Background: an optimization exercise with open tools, aiming at small area, a short achievable clock period and few clock cycles. Do not read the settings as production practice.
In this exercise RTL edits were held to simulation tests only and were not proved equivalent to the original.
Power and IR drop assume default switching activity.

<file path="design/flow/design.v">
package otem_pkg;
    localparam logic [1:0] CMD_TICK  = 2'd0;
    localparam logic [1:0] CMD_START = 2'd1;
    localparam logic [1:0] CMD_STOP  = 2'd2;
    localparam logic [1:0] CMD_SETP  = 2'd3;
    localparam int unsigned SLOT_W   = 4;
    localparam int unsigned DELAY_W  = 32;
    localparam int unsigned EXP_W    = 64;
    localparam int unsigned IN_DW    = 40;
    localparam int unsigned OUT_DW   = 72;
    localparam int unsigned MAX_EVENTS = 32;
    localparam int unsigned EVCNT_W    = 5;
endpackage
import otem_pkg::*;
module ordered_timer_expiry_manager_top
#(
    parameter int NUM_SLOTS = 16
) (
    input  logic              i_clk,
    input  logic              i_rst_n,
    input  logic              i_s_tvalid,
    output logic              o_s_tready,
    input  logic [IN_DW-1:0]  i_s_tdata,    
    input  logic [1:0]        i_s_tuser,    
    output logic              o_m_tvalid,
    input  logic              i_m_tready,
    output logic [OUT_DW-1:0] o_m_tdata,    
    output logic              o_m_tlast     
);
    localparam int N  = NUM_SLOTS;
    localparam int IW = $clog2(NUM_SLOTS);
    localparam int KW = DELAY_W + 1;            
    localparam int LW = 6;                      
    logic                r_in_vld;
    logic [1:0]          r_in_cmd;
    logic [IW-1:0]       r_in_slot;
    logic                r_in_range;
    logic [DELAY_W-1:0]  r_in_d;
    logic                r_in_per;
    logic [EXP_W-1:0]    r_t0;          
    logic [EXP_W-1:0]    r_t1;          
    logic [KW-1:0]       r_t2;          
    logic                r_open;        
    logic                r_closed;      
    logic                r_bub;         
    logic [EVCNT_W-1:0]  r_cnt;         
    logic [N-1:0]              r_arm;
    logic [N-1:0]              r_a;     
    logic [N-1:0]              r_u;     
    logic [N-1:0]              r_b1;    
    logic [N-1:0]              r_b2;    
    logic [N-1:0][KW-1:0]      r_k;
    logic [N-1:0][DELAY_W-1:0] r_p;
    logic [N-1:0]        r_w_hit;       
    logic                r_w_bp;        
    logic                r_w_x1, r_w_x2, r_w_x3;   
    logic                r_w_cf;        
    logic [KW-1:0]       r_w_base;
    logic [DELAY_W-1:0]  r_w_add;
    logic [N-1:0]        r_w2_hit;      
    logic                r_w2_bp;       
    logic                r_out_vld;
    logic [SLOT_W-1:0]   r_out_slot;
    logic [EXP_W-1:0]    r_out_exp;
    logic                r_out_last;
    logic                out_free, take, cmd_go;
    logic                is_tick, is_start, is_stop, is_setp;
    logic                open_now;
    logic [EXP_W-1:0]    t1_inc;        
    logic [EXP_W-1:0]    t0_now, t1_now;   
    logic [KW-1:0]       tn_now;        
    logic [KW-1:0]       t2_inc;        
    logic [LW-1:0]       tn2_lo;        
    logic [N-1:0]        b;             
    logic [N-1:0]        sel_a, sel_b, sel;
    logic                any_a, any_b, from_a;
    logic                two_a, two_b, more_raw;
    logic                want, fire, more, close, still;
    logic [DELAY_W-1:0]  p_sel;
    logic                p_0, p_1, p_2, p_3;
    logic [IW-1:0]       f_slot;
    logic [KW-1:0]       new_k;
    logic [DELAY_W-1:0]  new_p;
    logic [N-1:0]        hit;           
    logic [N-1:0]        is0, is1, is2, is3;   
    assign out_free   = !r_out_vld || i_m_tready;
    assign o_s_tready = !(r_in_vld && (r_open || r_bub));
    assign take       = i_s_tvalid && o_s_tready;
    assign o_m_tvalid = r_out_vld;
    assign o_m_tdata  = {4'b0, r_out_exp, r_out_slot};
    assign o_m_tlast  = r_out_last;
    assign cmd_go   = r_in_vld && !r_open && !r_bub;
    assign is_tick  = cmd_go && (r_in_cmd == CMD_TICK);
    assign is_start = cmd_go && (r_in_cmd == CMD_START) && r_in_range;
    assign is_stop  = cmd_go && (r_in_cmd == CMD_STOP) && r_in_range;
    assign is_setp  = cmd_go && (r_in_cmd == CMD_SETP) && r_in_range;
    assign open_now = r_open || is_tick;
    always_comb begin
        logic [EXP_W-1:0] pt;
        pt = r_t1;
        for (int s = 1; s < EXP_W; s = s * 2) begin
            for (int i = EXP_W - 1; i >= 0; i--) begin
                if ((i / s) % 2 == 1) pt[i] = pt[i] & pt[(i / s) * s - 1];
            end
        end
        t1_inc = r_t1 ^ {pt[EXP_W-2:0], 1'b1};
    end
    always_comb begin
        logic [KW-1:0] pt;
        pt = r_t2;
        for (int s = 1; s < KW; s = s * 2) begin
            for (int i = KW - 1; i >= 0; i--) begin
                if ((i / s) % 2 == 1) pt[i] = pt[i] & pt[(i / s) * s - 1];
            end
        end
        t2_inc = r_t2 ^ {pt[KW-2:0], 1'b1};
    end
    assign t0_now = r_closed ? r_t1 : r_t0;
    assign t1_now = r_closed ? t1_inc : r_t1;
    assign tn_now = r_closed ? r_t2 : r_t1[KW-1:0];
    assign tn2_lo = r_closed ? t2_inc[LW-1:0] : r_t2[LW-1:0];
    always_comb begin
        for (int i = 0; i < N; i++) begin
            b[i]   = r_arm[i] && (r_w_hit[i]  ? r_w_bp :
                                  r_w2_hit[i] ? r_w2_bp :
                                  r_closed    ? r_b2[i] : r_b1[i]);
            hit[i] = (r_in_slot == IW'(i));
            is0[i] = r_u[i] && (r_p[i][1:0] == 2'd0);
            is1[i] = r_u[i] && (r_p[i][1:0] == 2'd1);
            is2[i] = r_u[i] && (r_p[i][1:0] == 2'd2);
            is3[i] = r_u[i] && (r_p[i][1:0] == 2'd3);
        end
    end
    function automatic logic [N-1:0] first_set(input logic [N-1:0] v);
        logic [N-1:0] pre;
        pre = v;
        for (int s = 1; s < N; s = s * 2) begin
            for (int i = N - 1; i >= 0; i--) begin
                if ((i / s) % 2 == 1) pre[i] = pre[i] | pre[(i / s) * s - 1];
            end
        end
        first_set = v & ~{pre[N-2:0], 1'b0};
    endfunction
    assign sel_a = first_set(r_a);
    assign sel_b = first_set(b);
    assign any_a  = |r_a;
    assign any_b  = |b;
    assign from_a = any_a;
    assign sel    = any_a ? sel_a : sel_b;
    always_comb begin
        p_sel  = '0;
        f_slot = '0;
        for (int i = 0; i < N; i++) begin
            p_sel  = p_sel | ({DELAY_W{sel[i]}} & r_p[i]);
            f_slot = f_slot | ({IW{sel[i]}} & IW'(i));
        end
    end
    assign p_0 = |(sel & is0);
    assign p_1 = |(sel & is1);
    assign p_2 = |(sel & is2);
    assign p_3 = |(sel & is3);
    function automatic logic two_set(input logic [N-1:0] v);
        logic [N-1:0] an, tw;
        an = v;
        tw = '0;
        for (int w = N / 2; w >= 1; w = w / 2) begin
            for (int i = 0; i < w; i++) begin
                tw[i] = tw[2*i] || tw[2*i+1] || (an[2*i] && an[2*i+1]);
                an[i] = an[2*i] || an[2*i+1];
            end
        end
        two_set = tw[0];
    endfunction
    assign two_a    = two_set(r_a);
    assign two_b    = two_set(b);
    assign more_raw = any_a ? (two_a || any_b) : two_b;
    assign want  = open_now && (any_a || any_b);
    assign fire  = want && out_free;
    assign still = from_a && p_1;
    assign more  = (r_cnt != EVCNT_W'(MAX_EVENTS - 1)) && (more_raw || still);
    assign close = open_now && (!want || (fire && !more));
    assign new_p = r_in_per || is_setp ? r_in_d : '0;
    always_ff @(posedge i_clk) begin
        for (int i = 0; i < N; i++) begin
            if (r_w_hit[i]) r_k[i] <= new_k;
            if ((is_start || is_setp) && hit[i]) begin
                r_p[i] <= new_p;
                r_u[i] <= (new_p[DELAY_W-1:2] == '0);
            end
            r_b1[i] <= (r_k[i][KW-1:LW] == tn_now[KW-1:LW]) && (r_k[i][LW-1:0] == tn_now[LW-1:0]);
            r_b2[i] <= (r_k[i][KW-1:LW] == tn_now[KW-1:LW]) && (r_k[i][LW-1:0] == tn2_lo);
        end
    end
    always_ff @(posedge i_clk) begin
        if (!i_rst_n) begin
            r_arm    <= '0;
            r_a      <= '0;
        end else begin
            for (int i = 0; i < N; i++) begin
                if (fire && sel[i]) begin
                    if (p_0) r_arm[i] <= 1'b0;
                end else if (is_start && hit[i]) begin
                    r_arm[i] <= 1'b1;
                end else if (is_stop && hit[i]) begin
                    r_arm[i] <= 1'b0;
                end
            end
            if (close) begin
                r_a <= (b & ~(fire ? sel : '0)) | (fire && still ? sel : '0);
            end else if (fire) begin
                r_a <= r_a & ~sel;
            end else if (is_start) begin
                r_a <= (r_a & ~hit) | (r_in_d == '0 ? hit : '0);
            end else if (is_stop) begin
                r_a <= r_a & ~hit;
            end
        end
    end
    always_ff @(posedge i_clk) begin
        if (fire)          r_w_hit <= p_0 ? '0 : sel;
        else if (is_start) r_w_hit <= hit;
        else               r_w_hit <= '0;
        r_w2_hit <= r_w_hit;
    end
    always_ff @(posedge i_clk) begin
        if (open_now) begin
            r_w_base <= from_a ? t0_now[KW-1:0] : tn_now;
            r_w_add  <= p_sel;
            r_w_x1   <= from_a && p_1;
            r_w_x2   <= from_a ? p_2 : p_1;
            r_w_x3   <= from_a ? p_3 : p_2;
            r_w_cf   <= close;
            r_w_bp   <= close ? (from_a ? p_2 : p_1) : (from_a && p_1);
        end else begin
            r_w_base <= t0_now[KW-1:0];
            r_w_add  <= r_in_d;
            r_w_x1   <= (r_in_d == DELAY_W'(1));
            r_w_x2   <= (r_in_d == DELAY_W'(2));
            r_w_x3   <= (r_in_d == DELAY_W'(3));
            r_w_cf   <= 1'b0;
            r_w_bp   <= (r_in_d == DELAY_W'(1));
        end
        r_w2_bp <= close ? (r_w_cf ? r_w_x3 : r_w_x2) : (r_w_cf ? r_w_x2 : r_w_x1);
    end
    always_comb begin
        logic [KW-1:0] a, bb, g, p;
        a  = r_w_base;
        bb = KW'(r_w_add);
        g  = a & bb;
        p  = a ^ bb;
        for (int s = 1; s < KW; s = s * 2) begin
            for (int i = KW - 1; i >= 0; i--) begin
                if ((i / s) % 2 == 1) begin
                    g[i] = g[i] | (p[i] & g[(i / s) * s - 1]);
                    p[i] = p[i] & p[(i / s) * s - 1];
                end
            end
        end
        new_k = (a ^ bb) ^ {g[KW-2:0], 1'b0};
    end
    always_ff @(posedge i_clk) begin
        if (!i_rst_n) begin
            r_in_vld  <= 1'b0;
            r_t0      <= '0;
            r_t1      <= EXP_W'(1);
            r_t2      <= KW'(2);
            r_open    <= 1'b0;
            r_closed  <= 1'b0;
            r_bub     <= 1'b0;
            r_cnt     <= '0;
            r_out_vld <= 1'b0;
        end else begin
            if (take)        r_in_vld <= 1'b1;
            else if (cmd_go) r_in_vld <= 1'b0;
            r_open   <= open_now && !close;
            r_closed <= close;
            r_bub    <= close && (tn_now[LW-1:0] == '1);
            if (r_closed) begin
                r_t0 <= r_t1;
                r_t1 <= t1_inc;
                r_t2 <= t2_inc;
            end
            if (close) begin
                r_cnt  <= '0;
            end else if (fire) begin
                r_cnt  <= r_cnt + 1'b1;
            end
            if (fire)            r_out_vld <= 1'b1;
            else if (i_m_tready) r_out_vld <= 1'b0;
        end
    end
    always_ff @(posedge i_clk) begin
        if (take) begin
            r_in_cmd   <= i_s_tuser;
            r_in_slot  <= IW'(i_s_tdata[3:0]);
            r_in_range <= (32'(i_s_tdata[3:0]) < 32'(NUM_SLOTS));
            r_in_d     <= i_s_tdata[35:4];
            r_in_per   <= i_s_tdata[36];
        end
        if (fire) begin
            r_out_slot <= SLOT_W'(f_slot);
            r_out_exp  <= from_a ? t0_now : t1_now;
            r_out_last <= !more;
        end
    end
endmodule
</file>
<file path="design/flow/flow/run.sh">
#!/bin/bash
set -euo pipefail
bash standard.sh SETUP_SLACK_MARGIN=6.5 finish > standard_flow.log 2>&1
</file>
<file path="design/flow/standard.sh">
#!/bin/bash
# synth_recipe.tcl (not shown) runs the flow's synth.tcl, then flattens the netlist and writes it again
# the make line also repeats each setting of config.mk as NAME=value (left out here)
make -C /OpenROAD-flow-scripts/flow DESIGN_CONFIG=/design/flow/config.mk WORK_HOME=/design/flow/orfs CLKGATE_MAP_FILE= SYNTH_SCRIPT=/design/flow/synth_recipe.tcl "${@:-finish}"
</file>
<file path="design/flow/config.mk">
export PLATFORM = sky130hd
export DESIGN_NAME = ordered_timer_expiry_manager_top
export DESIGN_NICKNAME = ordered_timer_expiry_manager_top
export VERILOG_FILES = /design/flow/design.v
export SDC_FILE = /design/flow/constraint.sdc
export NUM_CORES = 4
export LEC_CHECK = 0
export CAP_MARGIN = 20
export CORE_MARGIN = 2
export CORE_UTILIZATION = 40
export CTS_CLUSTER_DIAMETER = 60
export CTS_CLUSTER_SIZE = 25
export SLEW_MARGIN = 20
</file>
<file path="design/flow/constraint.sdc">
create_clock -name core_clock -period 10.0 [get_ports {i_clk}]
set_input_delay 2.0000 -clock core_clock [delete_from_list [all_inputs] [get_ports {i_clk}]]
set_output_delay 2.0000 -clock core_clock [all_outputs]
set_load 0.01 [all_outputs]
</file>
==> results of run 1 <==
## per-layer routing
layer	vias up	share of wire, %
met1	21200	40
met2	2033	47
met4	2	4.1
met5	-	0.0035
li1	18300	-
met3	466	8.9
## power by group
part           switching, mW  internal [mW]
Sequential            0.0469           6.77
Clock                   2.45           2.39
Combinational          0.412          0.187
Total                   2.91           9.35
## through the flow
| stage | worst slack [ns] | power (mW) | cells |
|---|---|---|---|
| after floorplan | 6.51 | 7.20 | 4715 |
| after global placement | 4.01 | 7.46 | 6733 |
| after detailed placement | 3.85 | 7.46 | 6733 |
| after CTS | 6.21 | 12.3 | 7079 |
| after global routing | 6.07 | 12.6 | 7137 |
| final | 6.12 | 12.3 | 7139 |
## path summary, 6_finish.rpt
check / from / end / slack [ns] / depth (start not counted)
worst max-delay path: flip-flop / flip-flop / 6.12 / 14
worst min-delay path: r_w_x2 / r_w2_bp / 0.45 / 2
worst max register to register: flip-flop / flip-flop / 6.12 / 14
worst min register to register: r_w_x2 / r_w2_bp / 0.45 / 2
## cells in the final DEF, fill, tap and decap left out, drive strengths merged, types with 12 or more instances in the layout
master and count:
a31oi 30, nand2b 17, nand4 114, a21o 25, o22ai 61, inv 76
clkbuf 123, dfxtp 338, nand2 257, o21ai 129, nor2 347, dlygate4sd2 59
a21oi 150, o2bb2ai 12, clkdlybuf4s50 42, clkinv 39, edfxtp 1164, and3 31
a222oi 42, clkinvlp 13, xnor2 426, and2 15, a221o 34, nor2b 51
a221oi 78, nor3 57, ha 44, a22oi 73, nand3 92, and4 36
buf 286, a22o 25, mux2i 162, nor4 132, nor4b 18, xor2 320
## flip-flops by register name, indices dropped and copies added, names as in the netlist, 32 cells and up, named ones only
name       cells
r_k          528
r_in_d        32
r_w_add       32
r_t1          64
r_p          512
r_t0          64
r_out_exp     64
r_t2          33
r_w_base      33
## cell families (layout without fill, tap and decap cells)
logic type	after synthesis	after routing	synth area share, %
adders and majority gates	50	50	1.05
and+or+nand+nor	1215	1221	9.77
xor gates and xnor gates	746	746	10.4
AOI/OAI and AO/OA	725	727	8.11
other	1	6	0.00595
buffers and inverters	311	667	1.98
DFF	1502	1502	66.2
muxes	162	162	2.57
## worst max-delay path, delay by kind of cell, from the launching register on
kind	cells	cell delay, ns
flip-flops	1	0.40
AND/OR/NAND/NOR	8	2.31
AO/OA/AOI/OAI	4	0.65
buffers and inverters	2	0.34
## layout make-up
cell class	count	area (um2)	share of cell area, %
antenna	2	5.00	0.00658
clock buffer	116	2800	3.68
clock inverter	89	1140	1.50
inverter	49	214	0.281
multi-input combinational	2910	22800	30.0
sequential	1502	41800	55.0
tap	2058	2570	3.39
timing repair buffer	413	4710	6.19
## what timing repair did
action	CTS	global route
pin swaps	101	122
setup endpoints to repair	651	395
cloned	25	8
buffers inserted	116	50
gates resized for setup	433	178
==> results.txt, run 1 <==
Worst setup SP type flip-flop; synth unique cells 90; CTS tree yes; final hold violations 0; Finish-stage setup viols 0; initial antenna violation count 13; post-synthesis sequential area ratio 66.2%; die area 161000 um2; first-pass GRT wire length 281 mm; Num CTS Buffers 109; Max rail drop VDD ~0.00017 V; Max stage delay on crit path roughly 0.60 ns; gr ovfl total 0; met1 Resource Use GR around a third; post-synth top area cell edfxtp_1; fmax approximately 0.26 GHz; Crit path top cell by count or2_4; clk buf depth 3; GRT Overall Usage between 20% and 30%; die height approximately 400 um; Post-DP HPWL 105 mm; cell with the most instances after synthesis edfxtp_1; largest net degree at the start of global routing 105; Worst Hold Class flip-flop to flip-flop; critical path type flip-flop to flip-flop; ys flop type edfxtp_1; area delta synth->final 20.6%; post-route cell area between 70000 and 80000 um2; asr flop ratio synth 0%; DR vias around 42000; CTS HTree Levels 3; Post-CTS Hold Fix Bufs 0; core area 156000 um2; GPL Wtd Cong around 0.9; Ys Warns 1; Synth Instances 4712; row count between 100 and 150; P_leak ~25 nW; max_slew headroom 24.1%; Post-Syn Area approximately 63000 um2; WL/cell between 20 and 30 um; Final Max Slew Viols 0; Clock Skew between 0.03 and 0.04 ns; status no timing/DRC/antenna violations; clk root buf clkbuf_16; WHS 0.454 ns; Clk pin slew, worst setup/hold paths about 0.080 ns; vias in the first global route approximately 40000; nets@finish about 5100; Synth top area share 55.4%; Power Density roughly 160 nW/um2; Starting Density between 40% and 50%; die width 401 um; CP max stage cell or4_4; Filler Cells Inserted roughly 13000; GR Layer Usage met3 around 4.3%; critical path endpoint category flip-flop; Post-synth top cells 1164 x edfxtp_1, 426 x xnor2_1, 347 x nor2_1, 338 x dfxtp_1, 320 x xor2_1; Pre-antenna DRT Iters 9; Core Util, Final 48.6%; clock sink total about 1500; layout cells sized above 1 ~18%; final wirelength between 150 and 200 mm; GR Layer Usage met2 between 30 and 40%; crit path max fanout 8; critical-path cell list or4_4 -> or3_4 -> or2_4 -> buf_4 -> o32ai_4 -> and4b_1 -> a221oi_1 -> nand4_1 -> nand4bb_4 -> or2_4 -> o21ai_4 -> buf_12 -> and2_4 -> o2bb2ai_2; min Tclk post-route about 3.9 ns; Crit path required time 10.60 ns; Final period util around two fifths; Placed Instance Area roughly 68000 um2; worst slew pin tran around 1.1 ns; ANT nets after route 0; IO Pins 121; Via-to-Cell Ratio between 5 and 6; GRT Max-Usage Layer met2; Syn Area/Cell around 13 um2; Fin Setup TNS 0 ns; DRC 0; setup repair after global routing missed its margin true; Post-synth EDFFs around 1200; max-cap viol count 0; IO Port Bufs about 110; Detailed Route Iter0 Violations just over 5000; flops & latches, synth between 1500 and 2000; clk latency of the worst-skew pair a little under 0.8 ns; Synth area leaders edfxtp_1 55%, dfxtp_1 11%, xnor2_1 5.9%, xor2_1 4.4%, mux2i_1 2.6%; Arr. time, crit path roughly 4.5 ns
Testbench counts, summed over its fixed seeds: cycles 6,040.
==> run 2, diff against run 1 <==
--- a/design/flow/config.mk
+++ b/design/flow/config.mk
@@ -5,6 +5,7 @@
 export SDC_FILE = /design/flow/constraint.sdc
 export NUM_CORES = 4
 export LEC_CHECK = 0
+export ABC_AREA = 1
 export CAP_MARGIN = 20
 export CORE_MARGIN = 2
 export CORE_UTILIZATION = 40
==> results.txt, run 2 <==
status no timing/DRC/antenna violations; Via-to-Cell Ratio 5.53; R2R Path Start r_closed; Worst Hold Class flip-flop to flip-flop; worst r2r dst r_arm[12]; Synth area leaders edfxtp_1 54%, dfxtp_1 11%, nand2_1 5.4%, xnor2_1 4.7%, xor2_1 3.8%; commonest non-fill, non-tap cells in the layout 1164 x edfxtp_1, 875 x nand2_1, 446 x inv_1, 429 x nor2_1, 339 x xnor2_1; max_slew headroom between 30% and 40%; cell with the most instances after synthesis edfxtp_1; CP max stage cell dfxtp_1; CTS tree yes; Post-synth top cells 1164 x edfxtp_1, 921 x nand2_1, 465 x nor2_1, 459 x inv_1, 341 x xnor2_1; Pwr Total roughly 15 mW; Post-Syn Area 64200 um2; Final Max Slew Viols 0; Max rail drop VDD ~0.00017 V; ANT nets after route 0; layout cells sized above 1 roughly an eighth; CTS HTree Levels 3; worst slew pin tran ~1 ns; setup repair after global routing missed its margin true; fmax 0.284 GHz; asr flop ratio synth 0%; Detailed Route Iter0 Violations about 5000; Worst setup SP type flip-flop; DR vias around 45000; P_leak between 20 and 30 nW; Top Registers r_k: 528 flops, r_p: 512 flops; clk buf depth 3; most common cell after layout, fill and taps aside edfxtp_1; DRC 0; crit path max fanout 3; GPL Wtd Cong approximately 0.93; Num CTS Buffers 118; Hold Startpoint r_arm[4]; area of the multi-input gates around 21000 um2; Finish-stage setup viols 0; largest net degree at the start of global routing 90; Most flops, register r_k; min Tclk post-route between 3 and 4 ns; Final period util a little over a third; max FFs per register about 530; Core Util, Final a little under half; final wirelength around 210 mm; critical path endpoint category output port; Syn Area/Cell around 11 um2; Worst Setup SP r_open; Crit path required time ~8.0 ns; Post-CTS Hold Fix Bufs 0; Synth top area share 54.4%; GRT Overall Usage about a quarter; IO Pins roughly 120; Worst R2R Path Depth 21; Filler Cells Inserted 14300; Clk pin slew, worst setup/hold paths 0.07 ns; Max stage delay on crit path around 0.35 ns; vias in the first global route 41900; initial antenna violation count 10; post-synth top area cell edfxtp_1; Clock Skew 0.0458 ns; Synth Instances approximately 5600; die height a little over 400 um; row count 147; Crit path top cell by count buf_6; Post-synth EDFFs between 1000 and 1500; clock sink total between 1500 and 2000; critical-path cell list o21ai_2 -> buf_6 -> buf_6; IO Port Bufs between 100 and 150; Setup crit end o_s_tready; die area about 160000 um2; synth unique cells 69; WL/cell 25.4 um; Ys Warns 1; Starting Density 40.1%; flops & latches, synth about 1500; Sequential Area 41800 um2; Fin Setup TNS 0 ns; die width 405 um; Arr. time, crit path about 1.5 ns; clk latency of the worst-skew pair between 0.7 and 0.8 ns; Post-DP HPWL 117 mm; critical path type flip-flop to output port; post-synthesis sequential area ratio between 60% and 70%; clk root buf clkbuf_16; area delta synth->final 17.1%; nets@finish 5961; ys flop type edfxtp_1; Pre-antenna DRT Iters 6; gr ovfl total 0; setup slack, reg-to-reg 6.48 ns; max-cap viol count 0; core area 160000 um2; first-pass GRT wire length 286 mm; final hold violations 0; Power Density between 150 and 200 nW/um2
run 2: cell count changes after synthesis, sizes merged, moves of 41 or more:
cell | before | now
nand2 | 256 | 965
inv | 48 | 472
nand3 | 92 | 262
nor2 | 347 | 480
mux2i | 162 | 30
clkbuf | 200 | 99
o21ai | 128 | 216
xnor2 | 426 | 341
a22oi | 73 | 15
nor2b | 51 | 0
buf | 62 | 109
o22ai | 60 | 16
a222oi | 42 | 0
xor2 | 320 | 279
run 2: timing repair:
action | in CTS | in global routing
hold endpoints to repair | 0 | 0
pin swaps | 20 | 26
gates cloned | 18 | 13
setup buffers | 46 | 39
gates resized for setup | 357 | 106
endpoints found under the setup margin | 657 | 370
run 2: through the flow:
step / instances / setup slack, ns / cell area (um2) / hold WS [ns]
final: 8059 / 6.47 / 75200 / 0.461
after global placement: 7714 / 4.36 / 68100 / 0.445
after detailed placement: 7716 / 4.38 / 68100 / 0.449
after global routing: 8056 / 6.43 / 75200 / 0.479
after floorplan: 5623 / 6.51 / 64200 / 0.435
after CTS: 8004 / 6.43 / 74100 / 0.459
run 2: worst min-delay path by stage:
stage	end	depth (start not counted)
after floorplan	r_arm[1]	2
after global placement	r_arm[5]	2
after detailed placement	r_arm[10]	2
after CTS	r_arm[10]	2
after global routing	r_arm[6]	2
final	r_arm[4]	2
run 2: critical path, delay by kind of cell, from the launching register on:
| kind | cells | cell delay (ns) |
|---|---|---|
| AOI/OAI and AO/OA | 1 | 0.18 |
| buffers and inverters | 2 | 0.25 |
| DFF | 1 | 0.35 |
run 2: final cells by class:
| type | instances | area share (%) |
|---|---|---|
| Antenna cell | 3 | 0.00998 |
| Clock buffer | 126 | 4.08 |
| Clock inverter | 98 | 1.57 |
| Inverter | 474 | 2.49 |
| Multi-Input combinational cell | 3443 | 27.8 |
| Sequential cell | 1502 | 55.6 |
| Tap cell | 2086 | 3.47 |
| Timing Repair Buffer | 325 | 4.94 |
| Timing Repair inverter | 2 | 0.0266 |
run 2: per-layer routing:
metal	GRT usage, %	share of wire, %
met1	32.7	41
met2	39.0	46
met3	3.93	8.6
met5	0	0.0063
met4	8.83	4.2
run 2: power by group:
part	total [mW]	switching, mW	internal [mW]
registers	7.13	0.0906	7.04
logic	2.25	1.56	0.684
clock network	5.12	2.55	2.57
total	14.5	4.20	10.3
run 2: cells by family after synthesis:
logic type	Yosys count	share of synthesized area, %
AOI/OAI and AO/OA	603	5.77
xor gates and xnor gates	620	8.46
adders and majority gates	49	1.01
buffers and inverters	682	4.31
DFF	1502	65.0
muxes	30	0.468
other	1	0.00584
and+or+nand+nor	2133	15.0
==> run 3, diff against run 2 <==
--- a/design/flow/design.v
+++ b/design/flow/design.v
@@ -42,6 +42,7 @@
     logic [KW-1:0]       r_t2;          
     logic                r_open;        
     logic                r_closed;      
+    logic                r_rdy;         
     logic                r_bub;         
     logic [EVCNT_W-1:0]  r_cnt;         
     logic [N-1:0]              r_arm;
@@ -63,7 +64,7 @@
     logic [SLOT_W-1:0]   r_out_slot;
     logic [EXP_W-1:0]    r_out_exp;
     logic                r_out_last;
-    logic                out_free, take, cmd_go;
+    logic                out_free, take, cmd_go, due_cmd;
     logic                is_tick, is_start, is_stop, is_setp;
     logic                open_now;
     logic [EXP_W-1:0]    t1_inc;        
@@ -84,12 +85,14 @@
     logic [N-1:0]        hit;           
     logic [N-1:0]        is0, is1, is2, is3;   
     assign out_free   = !r_out_vld || i_m_tready;
-    assign o_s_tready = !(r_in_vld && (r_open || r_bub));
+    assign o_s_tready = r_rdy;
     assign take       = i_s_tvalid && o_s_tready;
     assign o_m_tvalid = r_out_vld;
     assign o_m_tdata  = {4'b0, r_out_exp, r_out_slot};
     assign o_m_tlast  = r_out_last;
-    assign cmd_go   = r_in_vld && !r_open && !r_bub;
+    assign due_cmd  = |(hit & (r_a | b));
+    assign cmd_go   = r_in_vld && !r_bub &&
+                      (!r_open || (r_in_cmd[1] && !due_cmd));
     assign is_tick  = cmd_go && (r_in_cmd == CMD_TICK);
     assign is_start = cmd_go && (r_in_cmd == CMD_START) && r_in_range;
     assign is_stop  = cmd_go && (r_in_cmd == CMD_STOP) && r_in_range;
@@ -261,6 +264,7 @@
     always_ff @(posedge i_clk) begin
         if (!i_rst_n) begin
             r_in_vld  <= 1'b0;
+            r_rdy     <= 1'b1;
             r_t0      <= '0;
             r_t1      <= EXP_W'(1);
             r_t2      <= KW'(2);
@@ -275,6 +279,8 @@
             r_open   <= open_now && !close;
             r_closed <= close;
             r_bub    <= close && (tn_now[LW-1:0] == '1);
+            r_rdy    <= !((take || (r_in_vld && !cmd_go)) &&
+                          ((open_now && !close) || (close && (tn_now[LW-1:0] == '1))));
             if (r_closed) begin
                 r_t0 <= r_t1;
                 r_t1 <= t1_inc;
--- a/design/flow/config.mk
+++ b/design/flow/config.mk
@@ -5,7 +5,6 @@
 export SDC_FILE = /design/flow/constraint.sdc
 export NUM_CORES = 4
 export LEC_CHECK = 0
-export ABC_AREA = 1
 export CAP_MARGIN = 20
 export CORE_MARGIN = 2
 export CORE_UTILIZATION = 40
==> results.txt, run 3 <==
area of the multi-input gates ~24000 um2; Pre-antenna DRT Iters 9; Most flops, register r_k; Starting Density 40.2%; final wirelength 223 mm; setup repair after global routing missed its margin true; gr ovfl total 0; max_slew headroom between 15 and 20%; Final Max Slew Viols 0; Hold EP r_w2_bp; Sequential Area around 42000 um2; GRT Overall Usage 25.7%; DR vias roughly 45000; most common cell after layout, fill and taps aside edfxtp_1; WHS around 0.45 ns; Post-synth top cells 1164 x edfxtp_1, 427 x xnor2_1, 355 x nor2_1, 339 x dfxtp_1, 322 x xor2_1; Clk pin slew, worst setup/hold paths 0.09 ns; Worst setup SP type flip-flop; nets@finish 5350; WL/cell around 30 um; max FFs per register about 530; Post-synth EDFFs between 1000 and 1500; Detailed Route Iter0 Violations approximately 6000; Hold Startpoint r_w_x2; die width slightly above 400 um; Arr. time, crit path 4.73 ns; post-synth top area cell edfxtp_1; vias in the first global route about 42000; Synth Instances 4733; CTS HTree Levels 3; flops & latches, synth roughly 1500; Post-Syn Area roughly 64000 um2; worst slew pin tran between 1 and 1.5 ns; initial antenna violation count 13; Synth top area share between 50% and 60%; clk latency of the worst-skew pair 0.78 ns; post-synthesis sequential area ratio about two thirds; clk root buf clkbuf_16; IO Port Bufs about 110; layout cells sized above 1 a little under a quarter; IO Pins approximately 120; Max rail drop VDD approximately 0.00015 V; min Tclk post-route approximately 4.0 ns; core area 158000 um2; Syn Area/Cell ~13 um2; first-pass GRT wire length 303 mm; Filler Cells Inserted around 13000; critical path endpoint category flip-flop; die height just over 400 um; crit path max fanout 7; setup slack, reg-to-reg approximately 6.0 ns; P_leak 27.9 nW; Via-to-Cell Ratio about 6.1; R2R Path Start r_in_d[5]; Finish-stage setup viols 0; CTS tree yes; Num CTS Buffers between 100 and 150; largest net degree at the start of global routing a little under 90; Pwr Total 12.7 mW; asr flop ratio synth 0%; Synth area leaders edfxtp_1 55%, dfxtp_1 11%, xnor2_1 5.9%, xor2_1 4.4%, mux2i_1 2.5%; area delta synth->final 29.2%; Clock Skew roughly 0.049 ns; synth unique cells between 90 and 100; Post-DP HPWL approximately 110 mm; fmax roughly 0.25 GHz; status no timing/DRC/antenna violations; critical path type flip-flop to flip-flop; Power Density between 150 and 200 nW/um2; die area ~160000 um2; final hold violations 0; clk buf depth 3; Worst R2R Path Depth 8; Final period util between 40% and 50%; ANT nets after route 0; Fin Setup TNS 0 ns; Ys Warns 1; clock sink total roughly 1500; WHS Path Cells 2; Top Registers r_k: 528 flops, r_p: 512 flops; GPL Wtd Cong 0.904; Crit path required time 10.68 ns; Worst Hold Class flip-flop to flip-flop; ys flop type edfxtp_1; DRC 0; row count around 150; cell with the most instances after synthesis edfxtp_1; max-cap viol count 0; commonest non-fill, non-tap cells in the layout 1164 x edfxtp_1, 416 x xnor2_1, 326 x nor2_1, 312 x xor2_1, 302 x dfxtp_1
-- run 3: cell count changes after synthesis, sizes merged, moves of 86 or more --
cell and delta:
o21ai -118, nor2 -124, a222oi +98, mux2i +128, inv -423, xnor2 +86
nand2 -723, nand3 -170
-- run 3: worst max path at each step --
stage	depth (start not counted)	start	end	slack, ns
after floorplan	10	r_w_hit[2]	r_p[0]	6.45
after global placement	12	r_closed	r_p[224]	3.93
after detailed placement	12	r_closed	r_p[128]	3.85
after CTS	17	r_closed	r_u[6]	6.19
after global routing	15	r_closed	flip-flop	6.04
final	8	r_in_d[5]	flip-flop	5.95
-- run 3: cell type report --
type | instances | area share, %
flip-flops and latches | 1503 | 51.0
multi-input cells | 2925 | 29.1
repair buffers | 663 | 11.4
clock buffers | 118 | 3.55
well taps | 2072 | 3.16
clock inverters | 95 | 1.52
inverters | 49 | 0.259
diodes | 4 | 0.0122
-- run 3: where the power goes --
group          total [mW]  internal, mW  switching (mW)
combinational       0.823         0.321           0.502
clock                5.06          2.45            2.61
sequential           6.82          6.77          0.0459
-- run 3: kinds of logic (layout without fill, tap and decap cells) --
group | Yosys count | count (layout) | synth area share [%]
other | 1 | 8 | 0.00590
buffers and inverters | 313 | 925 | 2.02
DFF | 1503 | 1503 | 65.7
adders and majority gates | 51 | 51 | 1.06
xor gates and xnor gates | 749 | 749 | 10.3
muxes | 158 | 158 | 2.49
and+or+nand+nor | 1254 | 1258 | 10.3
AOI/OAI and AO/OA | 704 | 705 | 8.14
-- run 3: per-layer routing --
metal,share of wire [%],track usage [%],wire (um)
met5,0.048,0.238,106
met2,45,41.2,101000
met3,11,5.16,24100
met1,38,33.8,84100
met4,6.3,11.2,14000
-- run 3: worst max-delay path, stage by stage (launching register included) --
cell and delay (ns):
edfxtp_1 0.50, nor4_1 1.08, nand4_1 0.44, nor2_1 0.64, nor4b_4 0.36, buf_6 0.21
a22oi_1 0.10, or4_1 0.52, o211ai_1 0.11
-- run 3: stage by stage --
stage                     util [%]  setup WS, ns  cell area [um2]  instances
after global routing          51.9          6.04            82000       7426
after detailed placement      43.1          3.85            68100       6764
final                         51.9          5.95            82100       7429
after floorplan                  -          6.45            63800       4736
after global placement        43.1          3.93            68000       6763
after CTS                     50.2          6.19            79300       7309
-- run 3: what timing repair did --
item,4_1_cts,5_1_grt
endpoints found under the setup margin,1685,1539
hold buffers,0,0
pin swaps,93,138
resized for setup,672,246
buffers inserted,260,87
cloned,72,27
Testbench counts of run 3, summed over its fixed seeds: cycles 5,975.
==> run 4, diff against run 3 <==
--- a/design/flow/design.v
+++ b/design/flow/design.v
@@ -65,6 +65,8 @@
     logic [EXP_W-1:0]    r_out_exp;
     logic                r_out_last;
     logic                out_free, take, cmd_go, due_cmd;
+    logic [N-1:0]        due_now;       
+    logic                in_vld_nx, ok_nx;
     logic                is_tick, is_start, is_stop, is_setp;
     logic                open_now;
     logic [EXP_W-1:0]    t1_inc;        
@@ -90,7 +92,8 @@
     assign o_m_tvalid = r_out_vld;
     assign o_m_tdata  = {4'b0, r_out_exp, r_out_slot};
     assign o_m_tlast  = r_out_last;
-    assign due_cmd  = |(hit & (r_a | b));
+    assign due_now  = r_a | b;
+    assign due_cmd  = |(hit & due_now);
     assign cmd_go   = r_in_vld && !r_bub &&
                       (!r_open || (r_in_cmd[1] && !due_cmd));
     assign is_tick  = cmd_go && (r_in_cmd == CMD_TICK);
@@ -183,6 +186,9 @@
     assign more  = (r_cnt != EVCNT_W'(MAX_EVENTS - 1)) && (more_raw || still);
     assign close = open_now && (!want || (fire && !more));
     assign new_p = r_in_per || is_setp ? r_in_d : '0;
+    assign in_vld_nx = take || (r_in_vld && !cmd_go);
+    assign ok_nx     = take ? (i_s_tuser[1] && !due_now[i_s_tdata[3:0]]) :
+                              (r_in_cmd[1] && !due_cmd);
     always_ff @(posedge i_clk) begin
         for (int i = 0; i < N; i++) begin
             if (r_w_hit[i]) r_k[i] <= new_k;
@@ -279,8 +285,8 @@
             r_open   <= open_now && !close;
             r_closed <= close;
             r_bub    <= close && (tn_now[LW-1:0] == '1);
-            r_rdy    <= !((take || (r_in_vld && !cmd_go)) &&
-                          ((open_now && !close) || (close && (tn_now[LW-1:0] == '1))));
+            r_rdy    <= !in_vld_nx ||
+                        (!(close && (tn_now[LW-1:0] == '1)) && (!(open_now && !close) || ok_nx));
             if (r_closed) begin
                 r_t0 <= r_t1;
                 r_t1 <= t1_inc;
--- a/design/flow/config.mk
+++ b/design/flow/config.mk
@@ -5,6 +5,7 @@
 export SDC_FILE = /design/flow/constraint.sdc
 export NUM_CORES = 4
 export LEC_CHECK = 0
+export ABC_AREA = 1
 export CAP_MARGIN = 20
 export CORE_MARGIN = 2
 export CORE_UTILIZATION = 40
==> results.txt, run 4 <==
Crit path max-delay family simple AND/OR/NAND/NOR gates; Ys Warns 1; clk buf depth 3; worst r2r dst r_b2[6]; Net Switching between 4 and 5 mW; Synth Instances 5675; die width between 400 and 500 um; Finish-stage setup viols 0; critical path endpoint category flip-flop; core area between 150000 and 200000 um2; post-synth top area cell edfxtp_1; CTS HTree Levels 3; status no timing/DRC/antenna violations; critical-path cell list buf_6 -> clkbuf_16 -> buf_4 -> nor2_1 -> a21oi_4 -> buf_4 -> xnor2_1 -> or4_1 -> nor4_1 -> nand4_1 -> nor4_1; cell with the most instances after synthesis edfxtp_1; Worst R2R Path Depth 11; Synth top area share between 50% and 60%; row count 147; die height between 400 and 500 um; crit path max fanout 11; Most flops, register r_k; most common cell after layout, fill and taps aside edfxtp_1; worst path bufs/invs 4; Worst Hold Class flip-flop to flip-flop; Post-synth EDFFs approximately 1200; layout cells sized above 1 roughly 13%; max-cap viol count 0; gr ovfl total 0; Post-Syn Area 64400 um2; first-pass GRT wire length just under 300 mm; Starting Density about 40%; Filler Cells Inserted about 14000; DR vias ~45000; min Tclk post-route about 3.6 ns; fin cells slightly above 8000; setup repair after global routing missed its margin true; CP max stage cell nor2_1; dpl ws between 3 and 4 ns; worst setup margin 6.43 ns; Crit path required time roughly 11 ns; setup slack, reg-to-reg about 6.4 ns; Detailed Route Iter0 Violations about 5400; synth unique cells 72; CTS tree yes; GPL Wtd Cong 0.920; Logic pwr share between 10% and 20%; die area approximately 160000 um2; fmax around 0.28 GHz; Top Registers r_k: 528 flops, r_p: 512 flops; IO Pins about 120; commonest non-fill, non-tap cells in the layout 1164 x edfxtp_1, 899 x nand2_1, 446 x inv_1, 389 x nor2_1, 363 x xnor2_1; final hold violations 0; DRC 0; max_slew headroom between 10% and 20%; Final Max Slew Viols 0; Internal Power ~10 mW; Power Density about 200 nW/um2; R2R Path Start r_closed; Synth area leaders edfxtp_1 54%, dfxtp_1 11%, nand2_1 5.6%, xnor2_1 4.9%, xor2_1 3.6%; vias in the first global route between 40000 and 50000; Fin Setup TNS 0 ns; post-synthesis sequential area ratio between 60% and 70%; clk latency of the worst-skew pair between 0.7 and 0.8 ns; Final period util between 30% and 40%; Max stage delay on crit path between 0.4 and 0.5 ns; P_leak around 27 nW; Num CTS Buffers 114; asr flop ratio synth 0%; ys flop type edfxtp_1; Clock Skew ~0.045 ns; Clock Power Share between 30% and 40%; Syn Area/Cell 11.4 um2; Core Util, Final 47.4%; IO Port Bufs 113; Max rail drop VDD around 0.00014 V; Worst setup SP type flip-flop; flops & latches, synth between 1500 and 2000; initial antenna violation count 16; WHS ~0.46 ns; Post-synth top cells 1164 x edfxtp_1, 961 x nand2_1, 458 x nor2_1, 455 x inv_1, 364 x xnor2_1; final wirelength 207 mm; nets@finish around 6000; clock sink total 1503; Setup crit end r_b2[6]; sequential share of power between 40% and 50%; Post-DP HPWL 114 mm; largest net degree at the start of global routing 88; Clk pin slew, worst setup/hold paths approximately 0.08 ns; Pre-antenna DRT Iters 5; Via-to-Cell Ratio approximately 5.5; WL/cell between 20 and 30 um; Arr. time, crit path 4.22 ns; worst slew pin tran 1.21 ns; DP Cell Count just under 8000; critical path type flip-flop to flip-flop; ANT nets after route 0; area delta synth->final 17.8%; Switching Share between 30% and 40%; GRT Overall Usage around 24%; clk root buf clkbuf_16; Worst Setup SP r_closed; CP Depth 11; max FFs per register approximately 530
[run 4: cells by family (layout without fill, tap and decap cells)]
logic type                 count (synthesis)  in the layout  share of synthesized area, %
and+or+nand+nor                         2091           2100                          14.4
DFF                                     1503           1503                          64.8
buffers and inverters                    692           1052                          4.34
AOI/OAI and AO/OA                        680            680                          6.48
xor gates and xnor gates                 631            631                          8.59
adders and majority gates                 49             49                          1.01
muxes                                     28             28                         0.435
other                                      1              6                       0.00582
[run 4: worst min-delay path by stage]
stage              from       end  slack [ns]  depth (start not counted)
6_report       r_arm[5]  r_arm[5]        0.46                          2
5_1_grt        r_arm[4]  r_arm[4]        0.47                          2
4_1_cts        r_arm[5]  r_arm[5]        0.46                          2
3_5_place_dp   r_arm[5]  r_arm[5]        0.45                          2
3_3_place_gp   r_arm[4]  r_arm[4]        0.44                          2
2_1_floorplan  r_arm[5]  r_arm[5]        0.44                          2
[run 4: cell type report]
class                   instances  area, um2  area share, %
clock buffers                 124       3020           3.97
inverters                     473       1860           2.45
diodes                          2       5.00        0.00659
flip-flops and latches       1503      41800           55.1
clock inverters                93       1130           1.49
repair buffers                359       4010           5.28
well taps                    2160       2700           3.56
repair inverters                3       28.8         0.0379
multi-input cells            3492      21400           28.1
[run 4: power by group through the flow]
stage | clock network [mW] | registers, mW | logic [mW]
detailed placement | 0 | 7.42 | 2.12
global route | 5.27 | 7.28 | 2.71
global placement | 0 | 7.42 | 2.10
floorplan | 0 | 7.37 | 1.14
finish | 4.99 | 7.27 | 2.58
CTS | 5.05 | 7.27 | 2.41
[run 4: timing repair]
action,CTS,global route
gates resized for setup,374,144
setup endpoints to repair,1800,1434
gates cloned,25,8
setup buffers,61,57
endpoints found under the hold margin,0,0
pin swaps,40,47
hold buffers,0,0
[run 4: per-stage QoR]
stage / power (mW) / instance area, um2
final: 14.8 / 75900
after global routing: 15.3 / 75900
after CTS: 14.7 / 74700
after detailed placement: 9.55 / 68500
after global placement: 9.52 / 68500
after floorplan: 8.50 / 64600
[run 4: worst min-delay path: stages (launching register included)]
cell,delay [ns]
dfxtp_1,0.31
nand2_1,0.06
a21oi_1,0.05
[run 4: metal layers]
layer	GRT usage, %	up-vias	routed length, um
met1	33.5	22200	85200
li1	-	20300	-
met5	0	-	0
met3	3.49	390	17300
met2	40.1	2046	96800
met4	7.42	0	7310
Testbench counts of run 4, summed over its fixed seeds: cycles 5,875.
==> run 5, diff against run 4 <==
--- a/design/flow/design.v
+++ b/design/flow/design.v
@@ -37,7 +37,6 @@
     logic                r_in_range;
     logic [DELAY_W-1:0]  r_in_d;
     logic                r_in_per;
-    logic [EXP_W-1:0]    r_t0;          
     logic [EXP_W-1:0]    r_t1;          
     logic [KW-1:0]       r_t2;          
     logic                r_open;        
@@ -56,8 +55,8 @@
     logic                r_w_bp;        
     logic                r_w_x1, r_w_x2, r_w_x3;   
     logic                r_w_cf;        
-    logic [KW-1:0]       r_w_base;
-    logic [DELAY_W-1:0]  r_w_add;
+    logic [KW-1:0]       r_w_add;       
+    logic                r_w_cin;
     logic [N-1:0]        r_w2_hit;      
     logic                r_w2_bp;       
     logic                r_out_vld;
@@ -71,6 +70,8 @@
     logic                open_now;
     logic [EXP_W-1:0]    t1_inc;        
     logic [EXP_W-1:0]    t0_now, t1_now;   
+    logic [EXP_W-1:0]    t1_dec;        
+    logic [KW-1:0]       d_m1;          
     logic [KW-1:0]       tn_now;        
     logic [KW-1:0]       t2_inc;        
     logic [LW-1:0]       tn2_lo;        
@@ -121,7 +122,17 @@
         end
         t2_inc = r_t2 ^ {pt[KW-2:0], 1'b1};
     end
-    assign t0_now = r_closed ? r_t1 : r_t0;
+    always_comb begin
+        logic [EXP_W-1:0] pz;
+        pz = ~r_t1;
+        for (int s = 1; s < EXP_W; s = s * 2) begin
+            for (int i = EXP_W - 1; i >= 0; i--) begin
+                if ((i / s) % 2 == 1) pz[i] = pz[i] & pz[(i / s) * s - 1];
+            end
+        end
+        t1_dec = r_t1 ^ {pz[EXP_W-2:0], 1'b1};
+    end
+    assign t0_now = r_closed ? r_t1 : t1_dec;
     assign t1_now = r_closed ? t1_inc : r_t1;
     assign tn_now = r_closed ? r_t2 : r_t1[KW-1:0];
     assign tn2_lo = r_closed ? t2_inc[LW-1:0] : r_t2[LW-1:0];
@@ -131,10 +142,10 @@
                                   r_w2_hit[i] ? r_w2_bp :
                                   r_closed    ? r_b2[i] : r_b1[i]);
             hit[i] = (r_in_slot == IW'(i));
-            is0[i] = r_u[i] && (r_p[i][1:0] == 2'd0);
-            is1[i] = r_u[i] && (r_p[i][1:0] == 2'd1);
-            is2[i] = r_u[i] && (r_p[i][1:0] == 2'd2);
-            is3[i] = r_u[i] && (r_p[i][1:0] == 2'd3);
+            is0[i] = r_u[i] && (r_p[i][1:0] == 2'd3);
+            is1[i] = r_u[i] && (r_p[i][1:0] == 2'd0);
+            is2[i] = r_u[i] && (r_p[i][1:0] == 2'd1);
+            is3[i] = r_u[i] && (r_p[i][1:0] == 2'd2);
         end
     end
     function automatic logic [N-1:0] first_set(input logic [N-1:0] v);
@@ -185,7 +196,8 @@
     assign still = from_a && p_1;
     assign more  = (r_cnt != EVCNT_W'(MAX_EVENTS - 1)) && (more_raw || still);
     assign close = open_now && (!want || (fire && !more));
-    assign new_p = r_in_per || is_setp ? r_in_d : '0;
+    assign d_m1  = KW'(r_in_d) - 1'b1;
+    assign new_p = r_in_per || is_setp ? d_m1[DELAY_W-1:0] : '1;
     assign in_vld_nx = take || (r_in_vld && !cmd_go);
     assign ok_nx     = take ? (i_s_tuser[1] && !due_now[i_s_tdata[3:0]]) :
                               (r_in_cmd[1] && !due_cmd);
@@ -194,7 +206,7 @@
             if (r_w_hit[i]) r_k[i] <= new_k;
             if ((is_start || is_setp) && hit[i]) begin
                 r_p[i] <= new_p;
-                r_u[i] <= (new_p[DELAY_W-1:2] == '0);
+                r_u[i] <= !(r_in_per || is_setp) || (r_in_d[DELAY_W-1:2] == '0);
             end
             r_b1[i] <= (r_k[i][KW-1:LW] == tn_now[KW-1:LW]) && (r_k[i][LW-1:0] == tn_now[LW-1:0]);
             r_b2[i] <= (r_k[i][KW-1:LW] == tn_now[KW-1:LW]) && (r_k[i][LW-1:0] == tn2_lo);
@@ -233,16 +245,16 @@
     end
     always_ff @(posedge i_clk) begin
         if (open_now) begin
-            r_w_base <= from_a ? t0_now[KW-1:0] : tn_now;
-            r_w_add  <= p_sel;
+            r_w_add  <= KW'(p_sel);
+            r_w_cin  <= !from_a;
             r_w_x1   <= from_a && p_1;
             r_w_x2   <= from_a ? p_2 : p_1;
             r_w_x3   <= from_a ? p_3 : p_2;
             r_w_cf   <= close;
             r_w_bp   <= close ? (from_a ? p_2 : p_1) : (from_a && p_1);
         end else begin
-            r_w_base <= t0_now[KW-1:0];
-            r_w_add  <= r_in_d;
+            r_w_add  <= d_m1;
+            r_w_cin  <= 1'b0;
             r_w_x1   <= (r_in_d == DELAY_W'(1));
             r_w_x2   <= (r_in_d == DELAY_W'(2));
             r_w_x3   <= (r_in_d == DELAY_W'(3));
@@ -253,10 +265,11 @@
     end
     always_comb begin
         logic [KW-1:0] a, bb, g, p;
-        a  = r_w_base;
-        bb = KW'(r_w_add);
+        a  = r_t1[KW-1:0];
+        bb = r_w_add;
         g  = a & bb;
         p  = a ^ bb;
+        g[0] = g[0] | (p[0] & r_w_cin);
         for (int s = 1; s < KW; s = s * 2) begin
             for (int i = KW - 1; i >= 0; i--) begin
                 if ((i / s) % 2 == 1) begin
@@ -265,13 +278,12 @@
                 end
             end
         end
-        new_k = (a ^ bb) ^ {g[KW-2:0], 1'b0};
+        new_k = (a ^ bb) ^ {g[KW-2:0], r_w_cin};
     end
     always_ff @(posedge i_clk) begin
         if (!i_rst_n) begin
             r_in_vld  <= 1'b0;
             r_rdy     <= 1'b1;
-            r_t0      <= '0;
             r_t1      <= EXP_W'(1);
             r_t2      <= KW'(2);
             r_open    <= 1'b0;
@@ -288,7 +300,6 @@
             r_rdy    <= !in_vld_nx ||
                         (!(close && (tn_now[LW-1:0] == '1)) && (!(open_now && !close) || ok_nx));
             if (r_closed) begin
-                r_t0 <= r_t1;
                 r_t1 <= t1_inc;
                 r_t2 <= t2_inc;
             end
==> results.txt, run 5 <==
core area approximately 160000 um2; flops & latches, synth 1408; Max rail drop VDD ~0.00015 V; Worst Setup SP r_w_add[0]; Clk pin slew, worst setup/hold paths ~0.08 ns; max_slew headroom roughly 29%; Filler Cells Inserted around 14000; clk root buf clkbuf_16; Pwr Total roughly 14 mW; IO Port Bufs approximately 110; asr flop ratio synth 0%; GPL Wtd Cong 0.919; setup repair after global routing missed its margin true; nets@finish approximately 6000; GR Layer Usage met2 roughly two fifths; Max stage delay on crit path roughly 0.42 ns; ys flop type edfxtp_1; IO Pins 121; clk latency of the worst-skew pair a little under 0.8 ns; Synth Instances 5595; Finish-stage setup viols 0; Top Registers r_k: 528 flops, r_p: 512 flops; Post-Syn Area approximately 63000 um2; cell with the most instances after synthesis edfxtp_1; Num CTS Buffers 110; Fin Setup TNS 0 ns; DR vias roughly 45000; Placed Instance Area about 67000 um2; status no timing/DRC/antenna violations; Worst setup SP type flip-flop; Synth area leaders edfxtp_1 55%, dfxtp_1 7.7%, xor2_1 6.6%, nand2_1 4.9%, xnor2_1 3.2%; Crit path required time roughly 11 ns; die width slightly above 400 um; Setup crit end r_k[83]; row count between 100 and 150; CTS tree yes; vias in the first global route approximately 41000; post-synth top area cell edfxtp_1; DRC 0; Post-synth top cells 1164 x edfxtp_1, 826 x nand2_1, 480 x xor2_1, 474 x inv_1, 433 x nor2_1; CTS HTree Levels 3; clock sink total 1408; setup slack, reg-to-reg roughly 6.3 ns; worst r2r dst r_k[83]; GRT Overall Usage about a quarter; initial antenna violation count 9; Ys Warns 1; Pre-antenna DRT Iters 6; Post-DP HPWL 118 mm; Worst Hold Class flip-flop to flip-flop; Starting Density about two fifths; CP max stage cell dfxtp_4; Post-CTS Hold Fix Bufs 0; Final Max Slew Viols 0; Final period util between 30% and 40%; layout cells sized above 1 roughly 15%; synth unique cells 74; Via-to-Cell Ratio 5.55; critical path endpoint category flip-flop; worst setup margin about 6.3 ns; R2R Path Start r_w_add[0]; Power Density ~180 nW/um2; critical path type flip-flop to flip-flop; Sequential Area 39900 um2; final hold violations 0; Synth top area share a little under three fifths; critical-path cell list inv_2 -> fa_2 -> inv_2 -> fa_2 -> nand3_2 -> nand2_2 -> nand3_2 -> nand2_2 -> a21oi_2 -> o21bai_2 -> a21boi_2 -> o21bai_1 -> a21oi_2 -> o21ai_2 -> nand2_2 -> nand2_4 -> inv_2 -> fa_2 -> xnor2_4 -> buf_12 -> buf_12; Detailed Route Iter0 Violations 5082; Worst R2R Path Depth 21; clk buf depth 3; post-route cell area 75300 um2; dpl ws ~4.0 ns; largest net degree at the start of global routing 62; Clock Skew about 0.048 ns; die height around 400 um; GRT Max-Usage Layer met2; max FFs per register roughly 530; Most flops, register r_k; post-synthesis sequential area ratio 62.8%; die area 162000 um2; P_leak about 27 nW; Arr. time, crit path around 4.2 ns; min Tclk post-route ~3.7 ns; gr ovfl total 0; WL/cell roughly 26 um; ANT nets after route 0; area of the multi-input gates 22700 um2; Post-synth EDFFs 1164; final wirelength 208 mm; fmax ~0.27 GHz; Syn Area/Cell 11.3 um2; worst slew pin tran around 1.1 ns; area delta synth->final 18.7%; GR Layer Usage met3 between 3 and 4%; met1 Resource Use GR between 30% and 40%; commonest non-fill, non-tap cells in the layout 1164 x edfxtp_1, 740 x nand2_1, 474 x xor2_1, 459 x inv_1, 391 x nor2_1; max-cap viol count 0; most common cell after layout, fill and taps aside edfxtp_1; WHS ~0.46 ns; crit path max fanout 8; first-pass GRT wire length ~290 mm
==> run 5: critical path: cells and delay by family, from the launching register on <==
kind,cells,cell delay (ns)
buffers and inverters,5,0.44
XOR/XNOR,1,0.17
AND/OR/NAND/NOR,6,0.53
adder cells (fa/ha/maj),3,0.93
AO/OA/AOI/OAI,6,0.95
flip-flops,1,0.42
==> run 5: what timing repair did <==
action | in CTS | in global routing
hold endpoints to repair | 0 | 0
setup buffers | 66 | 68
pin swaps | 36 | 75
gates resized for setup | 369 | 218
cloned | 24 | 18
endpoints found under the setup margin | 1710 | 1487
==> run 5: metal layers <==
layer | wire, um | up-vias
li1 | - | 20300
met1 | 86700 | 22100
met2 | 95600 | 2103
met3 | 17600 | 378
met4 | 8240 | 0
met5 | 0 | -
==> run 5: area by class of cell <==
| cell class | count | area share [%] |
|---|---|---|
| Tap cell | 2072 | 3.44 |
| Timing Repair Buffer | 368 | 5.20 |
| Sequential cell | 1408 | 53.0 |
| Clock inverter | 95 | 1.73 |
| Clock buffer | 113 | 3.73 |
| Timing Repair inverter | 5 | 0.0731 |
| Inverter | 496 | 2.62 |
| Multi-Input combinational cell | 3511 | 30.2 |
| Antenna cell | 2 | 0.00665 |
==> run 5: kinds of logic (layout without fill, tap and decap cells) <==
kind of cell / count (synthesis) / count (layout) / synth area share (%)
xor+xnor: 710 / 710 / 9.80
mux: 6 / 6 / 0.0946
other cells: 1 / 6 / 0.00591
compound gates: 703 / 703 / 7.13
buf+inv: 698 / 1077 / 4.50
flops: 1408 / 1408 / 62.8
simple gates: 2010 / 2029 / 14.5
fa+ha+maj: 59 / 59 / 1.23
==> run 5: how the worst min path moves through the flow <==
stage	cells past startpoint	to	startpoint
2_1_floorplan	2	r_arm[1]	r_arm[1]
3_3_place_gp	2	r_arm[4]	r_arm[4]
3_5_place_dp	2	r_arm[1]	r_arm[1]
4_1_cts	2	r_arm[1]	r_arm[1]
5_1_grt	2	r_arm[3]	r_arm[3]
6_report	2	r_arm[1]	r_arm[1]
==> run 5: report_power, final <==
part / total, mW / internal [mW] / switching (mW)
registers: 6.77 / 6.64 / 0.134
clock network: 4.92 / 2.41 / 2.50
logic: 2.19 / 0.671 / 1.52
==> run 5: metrics by stage <==
step                utilization (%)  instances
floorplan                         -       5598
global placement               42.6       7684
detailed placement             42.6       7684
CTS                            46.5       7982
global route                   47.7       8069
finish                         47.7       8070
Testbench counts of run 5, summed over its fixed seeds: cycles 5,875.
==> run 6, diff against run 5 <==
--- a/design/flow/design.v
+++ b/design/flow/design.v
@@ -47,8 +47,8 @@
     logic [N-1:0]              r_arm;
     logic [N-1:0]              r_a;     
     logic [N-1:0]              r_u;     
-    logic [N-1:0]              r_b1;    
-    logic [N-1:0]              r_b2;    
+    logic [N-1:0]              r_b1;
+    logic [N-1:0]              r_b2;
     logic [N-1:0][KW-1:0]      r_k;
     logic [N-1:0][DELAY_W-1:0] r_p;
     logic [N-1:0]        r_w_hit;       
@@ -57,8 +57,6 @@
     logic                r_w_cf;        
     logic [KW-1:0]       r_w_add;       
     logic                r_w_cin;
-    logic [N-1:0]        r_w2_hit;      
-    logic                r_w2_bp;       
     logic                r_out_vld;
     logic [SLOT_W-1:0]   r_out_slot;
     logic [EXP_W-1:0]    r_out_exp;
@@ -139,7 +137,6 @@
     always_comb begin
         for (int i = 0; i < N; i++) begin
             b[i]   = r_arm[i] && (r_w_hit[i]  ? r_w_bp :
-                                  r_w2_hit[i] ? r_w2_bp :
                                   r_closed    ? r_b2[i] : r_b1[i]);
             hit[i] = (r_in_slot == IW'(i));
             is0[i] = r_u[i] && (r_p[i][1:0] == 2'd3);
@@ -208,8 +205,10 @@
                 r_p[i] <= new_p;
                 r_u[i] <= !(r_in_per || is_setp) || (r_in_d[DELAY_W-1:2] == '0);
             end
-            r_b1[i] <= (r_k[i][KW-1:LW] == tn_now[KW-1:LW]) && (r_k[i][LW-1:0] == tn_now[LW-1:0]);
-            r_b2[i] <= (r_k[i][KW-1:LW] == tn_now[KW-1:LW]) && (r_k[i][LW-1:0] == tn2_lo);
+            r_b1[i] <= r_w_hit[i] ? (r_w_cf ? r_w_x2 : r_w_x1) :
+                       (r_k[i][KW-1:LW] == tn_now[KW-1:LW]) && (r_k[i][LW-1:0] == tn_now[LW-1:0]);
+            r_b2[i] <= r_w_hit[i] ? (r_w_cf ? r_w_x3 : r_w_x2) :
+                       (r_k[i][KW-1:LW] == tn_now[KW-1:LW]) && (r_k[i][LW-1:0] == tn2_lo);
         end
     end
     always_ff @(posedge i_clk) begin
@@ -241,7 +240,6 @@
         if (fire)          r_w_hit <= p_0 ? '0 : sel;
         else if (is_start) r_w_hit <= hit;
         else               r_w_hit <= '0;
-        r_w2_hit <= r_w_hit;
     end
     always_ff @(posedge i_clk) begin
         if (open_now) begin
@@ -261,7 +259,6 @@
             r_w_cf   <= 1'b0;
             r_w_bp   <= (r_in_d == DELAY_W'(1));
         end
-        r_w2_bp <= close ? (r_w_cf ? r_w_x3 : r_w_x2) : (r_w_cf ? r_w_x2 : r_w_x1);
     end
     always_comb begin
         logic [KW-1:0] a, bb, g, p;
--- a/design/flow/config.mk
+++ b/design/flow/config.mk
@@ -9,6 +9,6 @@
 export CAP_MARGIN = 20
 export CORE_MARGIN = 2
 export CORE_UTILIZATION = 40
-export CTS_CLUSTER_DIAMETER = 60
-export CTS_CLUSTER_SIZE = 25
+export CTS_CLUSTER_DIAMETER = 70
+export CTS_CLUSTER_SIZE = 30
 export SLEW_MARGIN = 20
==> results.txt, run 6 <==
Post-Syn Area between 60000 and 70000 um2; Worst Hold Class flip-flop to flip-flop; area of the multi-input gates 22100 um2; ANT nets after route 0; worst setup margin about 6.5 ns; Filler Cells Inserted between 10000 and 15000; largest net degree at the start of global routing 97; Clock Skew between 0.04 and 0.05 ns; Final Max Slew Viols 0; Ys Warns 1; WL/cell about 26 um; die width approximately 400 um; die area 160000 um2; die height 400 um; most common cell after layout, fill and taps aside edfxtp_1; post-synth top area cell edfxtp_1; Core Util, Final a little under half; Post-synth top cells 1164 x edfxtp_1, 818 x nand2_1, 458 x xor2_1, 455 x inv_1, 379 x nor2_1; final hold violations 0; IO Pins approximately 120; cell with the most instances after synthesis edfxtp_1; worst slew pin tran ~1.1 ns; Synth Instances between 5000 and 6000; final wirelength just over 200 mm; commonest non-fill, non-tap cells in the layout 1164 x edfxtp_1, 755 x nand2_1, 458 x xor2_1, 438 x inv_1, 332 x nor2_1; Detailed Route Iter0 Violations 5534; GRT Max-Usage Layer met2; Arr. time, crit path approximately 1.5 ns; Fin Setup TNS 0 ns; GR Layer Usage met3 approximately 3.5%; Crit path max-delay family flip-flops; Max stage delay on crit path between 0.5 and 0.6 ns; core area approximately 160000 um2; Placed Instance Area approximately 67000 um2; Synth top area share between 50% and 60%; Max rail drop VDD about 0.00014 V; GRT Overall Usage between 20 and 25%; Synth area leaders edfxtp_1 56%, dfxtp_1 7.2%, xor2_1 6.4%, nand2_1 4.9%, inv_1 2.7%; crit path max fanout 1; DRC 0; flops & latches, synth 1391; IO Port Bufs 113; critical path endpoint category output port; synth unique cells 78; vias in the first global route 42100; Most flops, register r_k; status no timing/DRC/antenna violations; fin cells 7921; asr flop ratio synth 0%; ys flop type edfxtp_1; Final period util roughly 35%; Post-CTS Hold Fix Bufs 0; Top Registers r_k: 528 flops, r_p: 512 flops; critical-path cell list buf_6; Worst setup SP type flip-flop; worst path bufs/invs 1; CP max stage cell edfxtp_1; max_slew headroom 27.1%; post-synthesis sequential area ratio 62.8%; min Tclk post-route between 3 and 4 ns; Finish-stage setup viols 0; clk buf depth 3; layout cells sized above 1 between 10% and 20%; CTS HTree Levels 3; Starting Density 40.3%; Num CTS Buffers 85; clk latency of the worst-skew pair 0.75 ns; Pre-antenna DRT Iters 6; area delta synth->final 16.6%; GR Layer Usage met2 between 40% and 50%; gr ovfl total 0; clock sink total approximately 1400; Clk pin slew, worst setup/hold paths 0.10 ns; CTS tree yes; Power Density 175 nW/um2; GPL Wtd Cong roughly 0.96; clk root buf clkbuf_16; setup repair after global routing missed its margin true; post-route cell area between 70000 and 80000 um2; met1 Resource Use GR 33.6%; row count between 100 and 150; max-cap viol count 0; fmax around 0.28 GHz; nets@finish 5896; DP Cell Count 7595; Post-synth EDFFs between 1000 and 1500; Crit path required time around 8.0 ns; critical path type flip-flop to output port; Syn Area/Cell 11.4 um2; max FFs per register 528; P_leak between 20 and 30 nW; Via-to-Cell Ratio 5.73; DR vias between 40000 and 50000; Sequential Area a little under 40000 um2; dpl ws 4.01 ns; initial antenna violation count 7; first-pass GRT wire length between 200 and 300 mm; Post-DP HPWL between 100 and 150 mm
[run 6: cell types whose count changed in the layout (fill, tap and decap cells not counted), moves of 24 or more]
cell,previous run,this run
a211oi_1,20,55
a22o_1,77,108
nor2_1,391,332
o21ai_0,170,194
o22ai_1,17,51
o32ai_1,0,27
xnor2_1,227,135
[run 6: kinds of logic (layout without fill, tap and decap cells)]
| logic type | count (synthesis) | count (layout) | synth area share (%) |
|---|---|---|---|
| and+or+nand+nor | 1918 | 1933 | 14.0 |
| DFF | 1391 | 1391 | 62.8 |
| AOI/OAI and AO/OA | 865 | 865 | 9.16 |
| muxes | 5 | 5 | 0.0796 |
| other | 1 | 6 | 0.00596 |
| adders and majority gates | 59 | 59 | 1.25 |
| buffers and inverters | 680 | 1007 | 4.40 |
| xor gates and xnor gates | 597 | 597 | 8.32 |
[run 6: metal layers]
| layer | up-vias | routed length (um) | share of wire [%] |
|---|---|---|---|
| li1 | 20200 | - | - |
| met4 | 2 | 7270 | 3.5 |
| met5 | - | 13 | 0.0063 |
| met2 | 2337 | 95800 | 46 |
| met1 | 22400 | 84200 | 41 |
| met3 | 439 | 19000 | 9.2 |
[run 6: cell type report]
type                       count  share of cell area, %
clock inverter                63                   1.30
timing repair buffer         378                   5.44
clock buffer                  94                   3.05
inverter                     468                   2.50
multi-input combinational   3463                   30.2
antenna                        2                0.00683
sequential                  1391                   54.0
tap                         2058                   3.51
timing repair inverter         4                 0.0495
[run 6: where the power goes]
part           leakage [nW]  internal (mW)  switching (mW)  total, mW
combinational          12.7          0.611            1.47       2.08
clock                  1.52           1.80            2.30       4.10
sequential             12.3           6.57           0.110       6.68
total                  26.6           8.98            3.87       12.9
[run 6: path summary, 6_finish.rpt]
check                     start             to  slack [ns]  cells past startpoint
setup / recovery  r_out_exp[28]  o_m_tdata[32]        6.46                      1
hold / removal         r_arm[8]       r_arm[8]        0.46                      2
setup reg to reg       r_closed    r_w_add[21]        6.47                     15
hold reg to reg        r_arm[8]       r_arm[8]        0.46                      2
[run 6: timing repair]
action                     in CTS  in global routing
pin swaps                      27                 57
gates cloned                   16                 18
hold endpoints to repair        0                  0
setup endpoints to repair    1603               1210
resized for setup             308                211
buffers inserted               58                 74
[run 6: metrics by stage]
| step | total power, mW | hold slack, ns |
|---|---|---|
| final | 12.9 | 0.464 |
| after global routing | 13.2 | 0.484 |
| after CTS | 12.7 | 0.465 |
| after detailed placement | 8.61 | 0.450 |
| after global placement | 8.59 | 0.442 |
| after floorplan | 7.78 | 0.435 |
Testbench counts of run 6, summed over its fixed seeds: cycles 5,875.

[port drivers added, routing unchanged]
The results above use ideal ports. As a check the final layouts listed here were re-extracted and re-timed, cells and wires unchanged.
Step 1, drivers: a clkbuf_16 drives i_clk and a buf_2 each remaining input, both assumed.
Step 2, shift: input delay + t, output delay - t, t = (earliest + latest rising clock arrival at the registers) / 2. This alone moves slack from input paths to output paths.
Slacks: ideal / step 1 / step 2; pairs: ideal / step 1.
run | t (ns) | setup slack, ns | worst hold slack (ns)
run 1 | 0.831 | 6.124 / 6.124 / 5.660 | 0.454 / 0.454 / 0.454
run 2 | 0.834 | 6.474 / 6.397 / 5.805 | 0.461 / 0.461 / 0.461
run 3 | 0.839 | 5.953 / 5.953 / 5.750 | 0.451 / 0.451 / 0.451
run 4 | 0.839 | 6.426 / 6.386 / 5.737 | 0.460 / 0.460 / 0.460
run 5 | 0.829 | 6.304 / 6.304 / 5.787 | 0.462 / 0.462 / 0.462
run 6 | 0.806 | 6.461 / 6.382 / 5.812 | 0.464 / 0.464 / 0.464
After both steps setup and hold are still met in every run listed. For run 4, which loses most, drivers alone change the setup slack by -0.040 ns; drivers and shift together by -0.689 ns.
